Source: an optimization exercise on an open RTL-to-GDS flow (aim: small area, a short achievable clock period and few clock cycles). Production flows keep margins and buffers that such runs may drop.
No functional check of the RTL was part of any run shown here.
No activity file was given, so power comes from the tool's default toggle rates.

## flow/design.v (module list and top-level ports; edited modules follow where they fit)
// module fc_booth_enc: 18 lines
// module fc_fa: 10 lines
// module fc_ha: 9 lines
// module fc_mac_lane: 550 lines
// module fc_sequencer: 65 lines
// module fc_layer_top: 72 lines
module fc_layer_top (
	input  logic          clk,
	input  logic          reset_n,
	input  logic          i_run,
	input  fc_pkg::cnt_t  i_num_cnt,
	output logic          o_idle,
	output logic          o_read,
	output logic          o_write,
	output logic          o_done,
	output fc_pkg::addr_t o_mem_addr,
	output logic          o_mem_ce,
	input  fc_pkg::word_t i_node_q,
	input  fc_pkg::word_t i_wgt0_q,
	input  fc_pkg::word_t i_wgt1_q,
	output fc_pkg::acc_t  o_result_0,
	output fc_pkg::acc_t  o_result_1,
	output fc_pkg::acc_t  o_result_2,
	output fc_pkg::acc_t  o_result_3
);
  // ...
==> flow/run.sh <==
#!/bin/bash
# synth_recipe.tcl (not shown) runs the flow's synth.tcl, then flattens the netlist and writes it again
# the make line also repeats each setting of config.mk as NAME=value (left out here)
make -C /OpenROAD-flow-scripts/flow DESIGN_CONFIG=/design/flow/config.mk WORK_HOME=/design/flow/orfs CLKGATE_MAP_FILE= SYNTH_SCRIPT=/design/flow/synth_recipe.tcl finish
==> flow/config.mk <==
export PLATFORM = sky130hd
export DESIGN_NAME = fc_layer_top
export DESIGN_NICKNAME = fc_layer_top
export VERILOG_FILES = /design/flow/design.v
export SDC_FILE = /design/flow/constraint.sdc
export NUM_CORES = 4
export LEC_CHECK = 0
export CAP_MARGIN = 20
export CORE_MARGIN = 2
export CORE_UTILIZATION = 55
export SETUP_SLACK_MARGIN = 5
export SLEW_MARGIN = 20
export SYNTH_HIERARCHICAL = 1
==> flow/constraint.sdc <==
create_clock -name core_clock -period 10.0 [get_ports {clk}]
set_input_delay 2.0000 -clock core_clock [delete_from_list [all_inputs] [get_ports {clk}]]
set_output_delay 2.0000 -clock core_clock [all_outputs]
set_load 0.01 [all_outputs]
==> impl_results.md, run 1 <==
- Area leader, netlist: fa_1
- Critical Path Stages: 11
- H-tree depth: 2
- Num CTS Buffers: between 50 and 60
- ANT cells: 1
- Detail Route met2 WL: approximately 47000 µm
- Count of non-CTS buffers in the layout: 304
- GR Util met2: around 45%
- Num ports: around 260
- Comb pwr: 0.0105 W
- Status: finished clean
- Peak Freq: approximately 210 MHz
- Critical Path Start: node_r[11]$_DFF_P_
- Core Footprint: around 70000 µm²
- Most frequent cell on the critical path: fa_1
- Slowest CP cell: buf_4
- Post-cts sizing count: 0
- Gr usage total: a little over a quarter
- Register area: between 10000 and 15000 µm²
- Layout area overhead: 13.41%
- Most frequent cells in the layout: xnor2_1 (535), a22oi_1 (480), fa_1 (452)
- Row Count: 97
- Initial antenna violation count: 2
- Worst VDD drop: between 0.3 and 0.4 mV
- Post-synthesis simple-gate area fraction: 6.414%
- Post-synth top area share: 23.40%
- Full die area: around 72000 µm²
- Clock transition at path regs: approximately 0.060 ns
- Clock power share: between 10 and 15%
- Design Area, Final: between 40000 and 50000 µm²
- Area contributors post-synth: fa_1 (23%), dfxtp_1 (18%), xnor2_1 (12%), ha_1 (9.9%), dfrtp_1 (9.6%)
- Well-tap cell count: 940
- Flop+latch power: roughly 0.0035 W
- WP data required: roughly 11 ns
- Final WL: around 97000 µm
- Multiplexer share of the synthesized area: less than 1%
- Slew Limit Headroom: between 20 and 25%
- Total power: between 0.015 and 0.02 W
- Vias/cell: 5.895
- Multi-input comb cells: 2549
- Post-synthesis xor/xnor area fraction: ~14%
==> inputs of run 2 (changes only) <==
==> flow/flow/run.sh (new file) <==
#!/bin/bash
# Standard layout, with timing repair aimed at a shorter period than the clock's:
# the clock, constraints and every other step stay as the standard flow's own layout makes them.
set -euo pipefail
bash standard.sh SETUP_SLACK_MARGIN=6.8 finish > standard.log 2>&1
==> flow/standard.sh (new file) <==
#!/bin/bash
# synth_recipe.tcl (not shown) runs the flow's synth.tcl, then flattens the netlist and writes it again
# the make line also repeats each setting of config.mk as NAME=value (left out here)
make -C /OpenROAD-flow-scripts/flow DESIGN_CONFIG=/design/flow/config.mk WORK_HOME=/design/flow/orfs CLKGATE_MAP_FILE= SYNTH_SCRIPT=/design/flow/synth_recipe.tcl "${@:-finish}"
removed: flow/run.sh
==> impl_results.md, run 2 <==
- Area share of fa/ha/maj cells after synthesis: between 30% and 40%
- PortBufs: 255
- Nature of the critical path endpoint: flop
- Setup CP Type: reg -> reg
- Minimum clock period after layout: about 3.8 ns
- Crit path largest cell delay: approximately 0.5 ns
- Instance count of the mapped netlist: about 3500
- Overall die height: about 270 µm
- Die width: 269.1 µm
- CP Data Arrival Time: approximately 4.4 ns
- Combinational fraction of design power: a little over two thirds
- H-tree depth: 2 (unchanged)
- Clock power share: 11.3% (-2.3 points)
- Final WL: 126700 µm (+31%)
- Area contributors post-synth: fa_1 (23%), dfxtp_1 (18%), xnor2_1 (12%), ha_1 (9.9%), dfrtp_1 (9.6%)
- Final #Nets: 4794
- Switch share: roughly 42%
- Critical Path Fanout Max: 9
- Finished Layout Cells: slightly below 5000
- Max_cap viols: 0
- Critical path cell sequence: buf_12 -> clkbuf_16 -> nor2b_4 -> fa_1 -> ha_1 -> o211ai_1 -> a211oi_2 -> a21oi_2 -> buf_6 -> o21ai_4 -> a31oi_4 -> o31ai_2 -> ha_2 -> nor2_1 -> xnor2_1 -> xnor2_1
- Sequential area share after synthesis: ~28%
- Layout cells sized above 1: 38.36%
- Core Footprint: 69790 µm² (unchanged)
- Full die area: 72440 µm² (unchanged)
- Internal: roughly 0.011 W
- Compound-Gate Fraction of Synth Area: between 10% and 20%
- DP Area: about 42000 µm²
- Final setup fails: 0
- CTS tree: built
- Clk root buf: clkbuf_16
- PD cells: roughly 370 nW/µm²
- Syn avg cell area: around 11 µm²
- DRC viols: 0
- Via count: about 30000
- Ys flop type: dfxtp_1
- Sw Pwr: 0.008133 W
- Layout area overhead: 34.90%
- Starting DRT DRC Count: 2833
- First-pass GRT wire length: 192400 µm
- Post-synth top area share: 23.40% (unchanged)
- Initial DRT Pass Iterations: 6
- Dominant combinational cell family by area after synthesis: adder cells
- Pin count of the biggest net entering global routing: 60
- Post-synth EDFFs: 12
- Wire per inst: roughly 26 µm
- Post-route ant nets: 0
- Post-synthesis xor/xnor area fraction: 14.38% (unchanged)
- Num ports: 257 (unchanged)
- GRT overflow: 0
- Final Hold Fails: 0
- Most frequent cell on the critical path: xnor2_1
- Clock transition at path regs: 0.07 ns (about the same)
- Worst Path Buf+Inv: 3
- Most frequent standard cell in the layout excluding fill and tap cells: xnor2_1
- Dpl hpwl: 67660 µm
- Status: finished clean
- Most frequent cells in the layout: xnor2_1 (489), a22oi_1 (378), dfxtp_1 (280)
- Reg power frac: 18.2%
- Cell family with most CP delay: compound AO/OA/AOI/OAI gates
- Initial antenna violation count: 4 (+2)
- Clk buf depth: 3
- Setup Skew: around 0.021 ns
- Synth Warn #: 15
- Largest regs: g_lane.u_lane.acc x128, wgt_r x64, node_r x32
- Row Count: 97 (unchanged)
- Synth cell count leaders: xnor2_1 (535), a22oi_1 (480), fa_1 (452)
- Placed cell count: 4355
- Post-Route Setup TNS: 0 ns
- Worst VDD drop: 0.3315 mV (+0.58%)
- Most frequent cell after synthesis: xnor2_1
- Design Area, Final: 52160 µm² (+19%)
- Leakage power: 20.66 nW
- Clock Latency Late Sink: 0.64 ns
- Largest register FFs: around 130
- Post-synthesis simple-gate area fraction: 6.414% (unchanged)
- CTS Sinks: 500
- Multiplexer share of the synthesized area: 0.1327% (unchanged)
- Most flops, register: g_lane.u_lane.acc
- Final Slew Violations: 0
- Gr usage total: 34.17% (+7.1 points)
- CTS Hold Buffers Added: 0
- Peak Freq: 261.4 MHz (+25%)
- Synthesized net count: 4328
- Initial core utilization: about 55%
- Ys async rst share: around 30%
- Worst hold-check path type: reg -> reg
- WP data required: 10.55 ns (+0.03 ns)
- Area leader, netlist: fa_1
- Number of global-route vias before repair: between 30000 and 40000
- Slowest CP cell: dfrtp_4
- Mapped cell area: 38660 µm²
- CP Launch Type: flop
- Unrepaired setup endpoints after global routing: yes
- Least-Margin Pin Slew: roughly 0.9 ns
- Slew Limit Headroom: 40.40% (+18 points)
- #FFs+latches synth: 500
- Routability congestion estimate: between 0.8 and 0.9
- Crit share post-route: between 30% and 40%
- Vias/cell: 6.102 (+3.5%)
- Synth cell types: between 50 and 60
- Num CTS Buffers: 56 (-3.4%)
run 2: layout make-up:
| type | count | area, µm² |
|---|---|---|
| tap | 940 | 1176 |
| clock inverter | 30 | 320.3 |
| sequential | 500 | 11010 |
| fill | 4561 | 17630 |
| multi-input combinational | 2561 | 29980 |
| timing repair buffer | 726 | 7747 |
| inverter | 80 | 300.3 |
| antenna | 1 | 2.502 |
| clock buffer | 76 | 1619 |
run 2: timing repair:
action,CTS,global route
pin swaps,284,225
setup buffers,326,84
cloned,35,7
setup endpoints to repair,441,282
gates resized for setup,1189,311
run 2: kinds of logic after synthesis:
logic type,Yosys count
adder cells (fa/ha/maj),757
flip-flops,500
multiplexers,5
AND/OR/NAND/NOR,442
buffers and inverters,411
AO/OA/AOI/OAI,709
XOR/XNOR,635
run 2: final timing paths:
kind / cells past startpoint / startpoint / end / slack (ns)
worst max-delay path: 16 / u_seq.start_q$_DFF_PN0_ / g_lane[3].u_lane.acc[31]$_DFF_PN0_ / 6.17
worst min-delay path: 0 / u_seq.last_pipe[0]$_DFF_PN0_ / u_seq.last_pipe[1]$_DFF_PN0_ / 0.35
worst max register to register: 16 / u_seq.start_q$_DFF_PN0_ / g_lane[3].u_lane.acc[31]$_DFF_PN0_ / 6.17
worst min register to register: 0 / u_seq.last_pipe[0]$_DFF_PN0_ / u_seq.last_pipe[1]$_DFF_PN0_ / 0.35
max in group asynchronous: 2 / reset_n / u_seq.start_q$_DFF_PN0_ / 7.37
min in group asynchronous: 1 / reset_n / g_lane[2].u_lane.acc[19]$_DFF_PN0_ / 1.35
run 2: worst reg2reg max path: stages, from the launching register on:
cell       delay, ns
dfrtp_4         0.50
buf_12          0.18
clkbuf_16       0.24
nor2b_4         0.13
fa_1            0.42
ha_1            0.32
o211ai_1        0.16
a211oi_2        0.25
a21oi_2         0.06
buf_6           0.13
o21ai_4         0.25
a31oi_4         0.18
o31ai_2         0.32
ha_2            0.22
nor2_1          0.05
xnor2_1         0.19
xnor2_1         0.15
run 2: power by group through the flow:
stage | clock network, W | logic, W | registers, W
after floorplan | 0 | 0.00769 | 0.00347
after global placement | 0 | 0.0103 | 0.00355
after detailed placement | 0 | 0.0107 | 0.00356
after CTS | 0.00220 | 0.0124 | 0.00348
after global routing | 0.00230 | 0.0151 | 0.00358
final | 0.00217 | 0.0135 | 0.00350
run 2: stage by stage:
stage	total power (W)	worst slack, ns	util (%)	hold WS (ns)
floorplan	0.01116	6.608	-	0.3312
global placement	0.01388	5.166	60.12	0.3345
detailed placement	0.01427	5.136	60.16	0.3358
CTS	0.01811	6.321	71.43	0.3501
global route	0.02099	6.069	74.74	0.3607
finish	0.01916	6.174	74.74	0.3510
run 2: metal layers:
metal	global-route usage (%)	wire (µm)	share of wire (%)	up-vias
met1	41.74	46240	36	15153
met5	0	23	0.018	-
met2	56.67	60750	48	1601
met4	18.97	8393	6.6	4
met3	7.035	11330	8.9	477
li1	-	-	-	12752
run 2: modules after synthesis (local to each module, per instance):
| module | cell area [µm²] | flip-flops and latches | times used |
|---|---|---|---|
| fc_booth_enc | 264.0 | 0 | 2 |
| fc_fa | 20.02 | 0 | 452 |
| fc_ha | 12.51 | 0 | 212 |
| fc_layer_top | 2177 | 96 | 1 |
| fc_mac_lane | 5652 | 93 | 4 |
| fc_sequencer | 1652 | 32 | 1 |

-- port drivers added, routing unchanged --
The flow's constraints put no driver on any port. The routed layouts listed below were extracted and timed again, unchanged, in two steps. Step 1, drivers: a clkbuf_16 drives clk and a buf_2 each remaining input, both assumed. Step 2, shift: input delay + t, output delay - t, t = (earliest + latest rising clock arrival at the registers) / 2. This alone moves slack from input paths to output paths. Three values: ideal, step 1, step 2; two values: the first two.
run | t, ns | slack for setup (ns) | worst setup path at the end | worst register clock-pin slew, ns
run 1 | 0.698 | 5.224 / 5.224 / 5.224 | register to register | 0.06 / 0.06
run 2 | 0.697 | 6.174 / 6.174 / 6.174 | register to register | 0.07 / 0.07
After both steps setup and hold are still met in every run listed.
